This is an optimization exercise on Yosys and OpenROAD, whose aim is small area, a short achievable clock period and few clock cycles, not a production implementation. The RTL was checked by simulation tests, not by an equivalence proof against the original design.

==> inputs of job 4301 <==
Design par_loop_top, start of the top module:
module par_loop_top (
	input wire clk,
	input wire rst_n,
	input wire req,
	input wire signed [31:0] start,
	input wire signed [31:0] stride,
	input wire [11:0] count,
	output logic ack,
	output logic [31:0] result
);
export LEC_CHECK = 0
export CAP_MARGIN = 20
export CORE_MARGIN = 2
export CORE_UTILIZATION = 40
export CTS_BUF_LIST = sky130_fd_sc_hd__clkbuf_8
export PLACE_DENSITY = 0.6
export SETUP_SLACK_MARGIN = 5
export SLEW_MARGIN = 20
create_clock -name core_clock -period 10.0 [get_ports {clk}]
standard.sh (not shown) runs the stock make flow with config.mk's settings and CLKGATE_MAP_FILE= SYNTH_SCRIPT=/design/flow/synth_recipe.tcl, a recipe that flattens the netlist after the stock synthesis.
==> flow/flow/run.sh <==
#!/bin/bash
set -e
export BUFFER_PORTS_ARGS="-buffer_cell sky130_fd_sc_hd__buf_1"
sed 's/SETUP_SLACK_MARGIN=5 /SETUP_SLACK_MARGIN=6.7 /' standard.sh > standard_margin.sh
grep -q 'SETUP_SLACK_MARGIN=6.7 ' standard_margin.sh
bash standard_margin.sh > standard.log 2>&1
==> job 1993 (differences from job 4301) <==
==> flow/flow/run.sh (replaced) <==
#!/bin/bash
set -e
export BUFFER_PORTS_ARGS="-buffer_cell sky130_fd_sc_hd__buf_1"
sed 's/SETUP_SLACK_MARGIN=5 /SETUP_SLACK_MARGIN=6.4 /' standard.sh > standard_margin.sh
grep -q 'SETUP_SLACK_MARGIN=6.4 ' standard_margin.sh
bash standard_margin.sh > standard.log 2>&1
--- a/flow/config.mk
+++ b/flow/config.mk
@@ -8,7 +8,6 @@
 export CAP_MARGIN = 20
 export CORE_MARGIN = 2
 export CORE_UTILIZATION = 40
-export CTS_BUF_LIST = sky130_fd_sc_hd__clkbuf_8
 export PLACE_DENSITY = 0.6
 export SETUP_SLACK_MARGIN = 5
 export SLEW_MARGIN = 20
==> job 2317 (differences from job 4301) <==
==> flow/flow/run.sh (replaced) <==
#!/bin/bash
set -e
export BUFFER_PORTS_ARGS="-buffer_cell sky130_fd_sc_hd__buf_1"
bash standard.sh > standard.log 2>&1
--- a/flow/config.mk
+++ b/flow/config.mk
@@ -8,7 +8,6 @@
 export CAP_MARGIN = 20
 export CORE_MARGIN = 2
 export CORE_UTILIZATION = 40
-export CTS_BUF_LIST = sky130_fd_sc_hd__clkbuf_8
 export PLACE_DENSITY = 0.6
 export SETUP_SLACK_MARGIN = 5
 export SLEW_MARGIN = 20
==> job 5246 (differences from job 4301) <==
==> flow/flow/run.sh (replaced) <==
#!/bin/bash
set -e
sed 's/SETUP_SLACK_MARGIN=5 /SETUP_SLACK_MARGIN=6 /' standard.sh > standard_m7.sh
grep -q 'SETUP_SLACK_MARGIN=6 ' standard_m7.sh
bash standard_m7.sh > standard.log 2>&1
--- a/flow/config.mk
+++ b/flow/config.mk
@@ -8,7 +8,6 @@
 export CAP_MARGIN = 20
 export CORE_MARGIN = 2
 export CORE_UTILIZATION = 40
-export CTS_BUF_LIST = sky130_fd_sc_hd__clkbuf_8
 export PLACE_DENSITY = 0.6
 export SETUP_SLACK_MARGIN = 5
 export SLEW_MARGIN = 20
==> notes.md <==
| item | job 4301 | job 5246 | job 2317 | job 1993 |
|---|---|---|---|---|
| Outcome | complete, no violations | complete, no violations | complete, no violations | complete, no violations |
| Share of cell area taken by flip-flops and latches | 0.2604 | 0.2507 | 0.2598 | 0.2605 |
| Clock-pin transition on the worst setup and hold timing paths | 0.07 ns | 0.06 ns | 0.06 ns | 0.06 ns |
| Wire length the detailed router placed on met1 | 29.98 mm | 29.20 mm | 28.53 mm | 29.02 mm |
| Fraction of area in multi-input gates | 0.5820 | 0.5643 | 0.5847 | 0.5853 |
| Largest driver fanout on the critical path | 2 | 3 | 27 | 13 |
| Routed wire length on met2 | 30.72 mm | 30.68 mm | 29.94 mm | 30.30 mm |
| Reg2reg end | cs_s[31] | xr[30] | cs_s[31] | cs_s[26] |
| Worst Path Arrival | 1.39 ns | 1.75 ns | 4.28 ns | 3.97 ns |
| Nonclk buf count | 163 | 139 | 135 | 136 |
| Critical-path top delay cell | edfxtp_1 | clkdlybuf4s50_1 | dfxtp_1 | dfxtp_1 |
| Cells after DPL | 2836 | 2842 | 2838 | 2839 |
| Classification of the worst setup path | flop to output pin | flop to output pin | flop to flop | flop to flop |
| Post-cts sizing count | 42 | 0 | 0 | 4 |
| Mean number of vias per cell | 5.925 | 5.929 | 5.891 | 5.918 |
| Final worst path period need | 3.394 ns | 3.753 ns | 3.808 ns | 3.517 ns |
| Total wirelength of the detailed-routed design | 70.07 mm | 69.49 mm | 67.78 mm | 67.92 mm |
| Normalized max-slew margin | 0.3430 | 0.2499 | 0.2176 | 0.3308 |
| Final clock-cell share | 0.04009 | 0.05164 | 0.05029 | 0.04855 |
| Initial DRC count | 1935 | 1904 | 1801 | 1762 |
| Reg-to-reg slack, setup | 6.66 ns | 6.26 ns | 6.19 ns | 6.48 ns |
| Share of cells above drive strength 1 | 0.09446 | 0.06004 | 0.05716 | 0.06208 |
Testbench counts of job 4301, summed over its fixed seeds: cycles 3,364.
Testbench counts of job 1993, summed over its fixed seeds: cycles 3,364.
Testbench counts of job 2317, summed over its fixed seeds: cycles 3,364.
Testbench counts of job 5246, summed over its fixed seeds: cycles 3,364.

---

==> v31: inputs <==
Starting RTL as in the previous note.
// par_loop_top
module par_loop_top (
	input wire clk,
	input wire rst_n,
	input wire req,
	input wire signed [31:0] start,
	input wire signed [31:0] stride,
	input wire [11:0] count,
	output logic ack,
	output logic [31:0] result
);
	localparam int O_DD  = 0;
	localparam int O_L   = 1;
	localparam int O_M2  = 2;
	localparam int O_SL  = 3;
	localparam int O_M3  = 4;
	localparam int O_NSL = 5;
	localparam int O_M1  = 6;
	localparam int O_FIN = 7;     
	typedef enum logic [1:0] {IDLE, RUN, DONE} state_t;
	state_t state;
	logic [7:0] op;       
	logic [1:0] win;      
	logic [11:0] nx;
	logic [12:0] nm1r;    
	logic [31:0] a, b;
	assign result = a;
	logic [5:0] bneg, bone, btwo;
	logic [31:0] xr;
	logic ia, ifwd;                 
	logic wa, wb;
	logic [31:0] cs_s, cs_c;
	logic [31:0] xe, init1, init2;
	assign xe = xr;
	assign init1 = ({32{ia}} & a) | ({32{ifwd}} & cs_s);
	assign init2 = ({32{ifwd}} & cs_c);
	logic [5:0][31:0] pp;
	for (genvar i = 0; i < 6; i++) begin : g_pp
		logic [31:0] mag;
		assign mag = ({32{bone[i]}} & xe) | ({32{btwo[i]}} & (xe << 1));
		if (i == 0) begin : g_first
			assign pp[i] = mag ^ {32{bneg[i]}};
		end else begin : g_rest
			assign pp[i] = ((mag << (2 * i)) ^ ({32{bneg[i]}} << (2 * i))) | (32'(bneg[i - 1]) << (2 * i - 2));
		end
	end
	logic [31:0] sum0, sum1;
	logic t1, t2;
	logic t3, t4;
	logic t5, t6;
	logic t7, t8;
	logic t9, t10;
	logic t11, t12;
	logic t13, t14;
	logic t15, t16;
	logic t17, t18;
	logic t19, t20;
	logic t21, t22;
	logic t23, t24;
	logic t25, t26;
	logic t27, t28;
	logic t29, t30;
	logic t31, t32;
	logic t33, t34;
	logic t35, t36;
	logic t37, t38;
	logic t39, t40;
	logic t41, t42;
	logic t43, t44;
	logic t45, t46;
	logic t47, t48;
	logic t49, t50;
	logic t51, t52;
	logic t53, t54;
	logic t55, t56;
	logic t57, t58;
	logic t59, t60;
	logic t61, t62;
	logic t63, t64;
	logic t65, t66;
	logic t67, t68;
	logic t69, t70;
	logic t71, t72;
	logic t73, t74;
	logic t75, t76;
	logic t77, t78;
	logic t79, t80;
	logic t81, t82;
	logic t83, t84;
	logic t85, t86;
	logic t87, t88;
	logic t89, t90;
	logic t91, t92;
	logic t93, t94;
	logic t95, t96;
	logic t97, t98;
	logic t99, t100;
	logic t101, t102;
	logic t103, t104;
	logic t105, t106;
	logic t107, t108;
	logic t109, t110;
	logic t111, t112;
  ...
export LEC_CHECK = 0
export CAP_MARGIN = 20
export CORE_MARGIN = 2
export CORE_UTILIZATION = 40
export PLACE_DENSITY = 0.6
export SETUP_SLACK_MARGIN = 5
export SLEW_MARGIN = 20
create_clock -name core_clock -period 10.0 [get_ports {clk}]
==> flow/flow/run.sh <==
#!/bin/bash
set -e
sed 's/SETUP_SLACK_MARGIN=5 /SETUP_SLACK_MARGIN=7 /' standard.sh > standard_m7.sh
grep -q 'SETUP_SLACK_MARGIN=7 ' standard_m7.sh
bash standard_m7.sh > standard.log 2>&1
==> inputs of v39, as changes to v31 <==
==> flow/flow/run.sh (replaced) <==
#!/bin/bash
set -e
export BUFFER_PORTS_ARGS="-buffer_cell sky130_fd_sc_hd__buf_1"
sed 's/SETUP_SLACK_MARGIN=5 /SETUP_SLACK_MARGIN=7.0 /' standard.sh > standard_margin.sh
grep -q 'SETUP_SLACK_MARGIN=7.0 ' standard_margin.sh
bash standard_margin.sh > standard.log 2>&1
==> inputs of v38, as changes to v31 <==
==> flow/run.sh (new file) <==
#!/bin/bash
# synth_recipe.tcl (not shown) runs the flow's synth.tcl, then flattens the netlist and writes it again
# the make line also repeats each setting of config.mk as NAME=value (left out here)
make -C /OpenROAD-flow-scripts/flow DESIGN_CONFIG=/design/flow/config.mk WORK_HOME=/design/flow/orfs CLKGATE_MAP_FILE= SYNTH_SCRIPT=/design/flow/synth_recipe.tcl finish
- ABC_AREA: default -> 1
removed: flow/flow/run.sh
removed: flow/standard.sh
==> inputs of v36, as changes to v31 <==
==> flow/flow/run.sh (replaced) <==
#!/bin/bash
set -e
export BUFFER_PORTS_ARGS="-buffer_cell sky130_fd_sc_hd__buf_1"
sed 's/SETUP_SLACK_MARGIN=5 /SETUP_SLACK_MARGIN=6.7 /' standard.sh > standard_margin.sh
grep -q 'SETUP_SLACK_MARGIN=6.7 ' standard_margin.sh
bash standard_margin.sh > standard.log 2>&1
==> notes.md <==
v38 went through all stages and came out clean. v31 completed with no timing, DRC or antenna violations. v36 ran to the end with no violations. v39 finished clean.
Flip-flop and latch count is the same in v31 and v38.
In critical path depth, v36 and v39 do not differ.
The lowest cell area belongs to v36, the highest to v31.
The lowest first-iteration DRC count belongs to v38, the highest to v31.
Clock skew, highest first: v36, v31, v39, v38.
Of v36 and v39, v36 has the higher sequential share of layout area (gap 2.3 points).
In v38 the area after synthesis is higher than in v39, by about 7%.
In v39 the non-clock buffer count is higher than in v36, by 97.
The highest register-to-register slack belongs to v39, the lowest to v38.
==> figures <==
item	v36	v31	v38	v39
Run status	finished clean	finished clean	finished clean	finished clean
Met3 layer usage reported by global route	5.000%	6.900%	5.793%	5.425%
Area of the multi-input gates	12,940 µm²	14,280 µm²	13,360 µm²	13,850 µm²
Average cell area after synthesis	9.138 µm²	9.138 µm²	7.329 µm²	9.138 µm²
Area Growth Syn to Fin	10.57%	29.77%	11.70%	22.64%
Total placed cells including tap cells	2,836	2,842	3,631	2,836
Placed cell area	20,860 µm²	21,820 µm²	23,040 µm²	21,080 µm²
Filler instances	4,859	4,476	5,413	4,573
Smallest setup slack after layout	6.642 ns	6.639 ns	5.970 ns	6.641 ns
First-pass GRT wire length	105.8 mm	114.8 mm	119.5 mm	110.5 mm
Hold EP	q3r[10]	q3r[8]	q3r[7]	q3r[6]
Total number of placement rows	82	82	85	82
Portion of synthesized cell area occupied by the leading cell type	16.97%	16.97%	15.81%	16.97%
Clock network share of area	4.282%	3.874%	4.188%	4.318%
Vias after detailed routing	17,280	18,550	20,230	18,010
Final routed wirelength across all metal layers	69.04 mm	78.08 mm	78.46 mm	74.40 mm
Worst setup path category	reg -> out	reg -> out	reg -> reg	reg -> out
Testbench counts of v31, summed over its fixed seeds: cycles 3,364.
Testbench counts of v39, summed over its fixed seeds: cycles 3,364.
Testbench counts of v38, summed over its fixed seeds: cycles 3,364.
Testbench counts of v36, summed over its fixed seeds: cycles 3,364.

-- what the ideal ports hide --
The flow's constraints put no driver on any port. The routed layouts listed below were extracted and timed again, unchanged, in two steps. Step 1 assumes that a clkbuf_16 drives the clock port and a buf_2 every other input. Step 2, shift: input delay + t, output delay - t, t = (earliest + latest rising clock arrival at the registers) / 2. This alone moves slack from input paths to output paths. Slacks: ideal ports / drivers / drivers and shift; pairs: ideal ports / drivers.
| run | t, ns | setup slack, ns | hold slack, ns | clock arrival spread, ns |
|---|---|---|---|---|
| job 4301 | 0.692 | 6.606 / 6.549 / 6.202 | 0.323 / 0.323 / 0.323 | 0.063 / 0.063 |
| job 1993 | 0.653 | 6.483 / 6.483 / 6.245 | 0.320 / 0.320 / 0.320 | 0.053 / 0.053 |
| job 2317 | 0.642 | 6.192 / 6.192 / 6.192 | 0.323 / 0.323 / 0.323 | 0.022 / 0.022 |
| job 5246 | 0.614 | 6.247 / 6.190 / 5.936 | 0.327 / 0.327 / 0.327 | 0.032 / 0.032 |
| v31 | 0.649 | 6.639 / 6.579 / 6.399 | 0.320 / 0.320 / 0.320 | 0.023 / 0.023 |
| v39 | 0.644 | 6.641 / 6.582 / 6.393 | 0.329 / 0.329 / 0.329 | 0.014 / 0.014 |
| v38 | 0.659 | 5.970 / 5.970 / 5.970 | 0.330 / 0.330 / 0.330 | 0.015 / 0.015 |
| v36 | 0.639 | 6.642 / 6.587 / 6.211 | 0.325 / 0.325 / 0.325 | 0.024 / 0.024 |
After both steps setup and hold are still met in every run listed. For v36, which loses most, drivers alone change the setup slack by -0.055 ns; drivers and shift together by -0.431 ns.
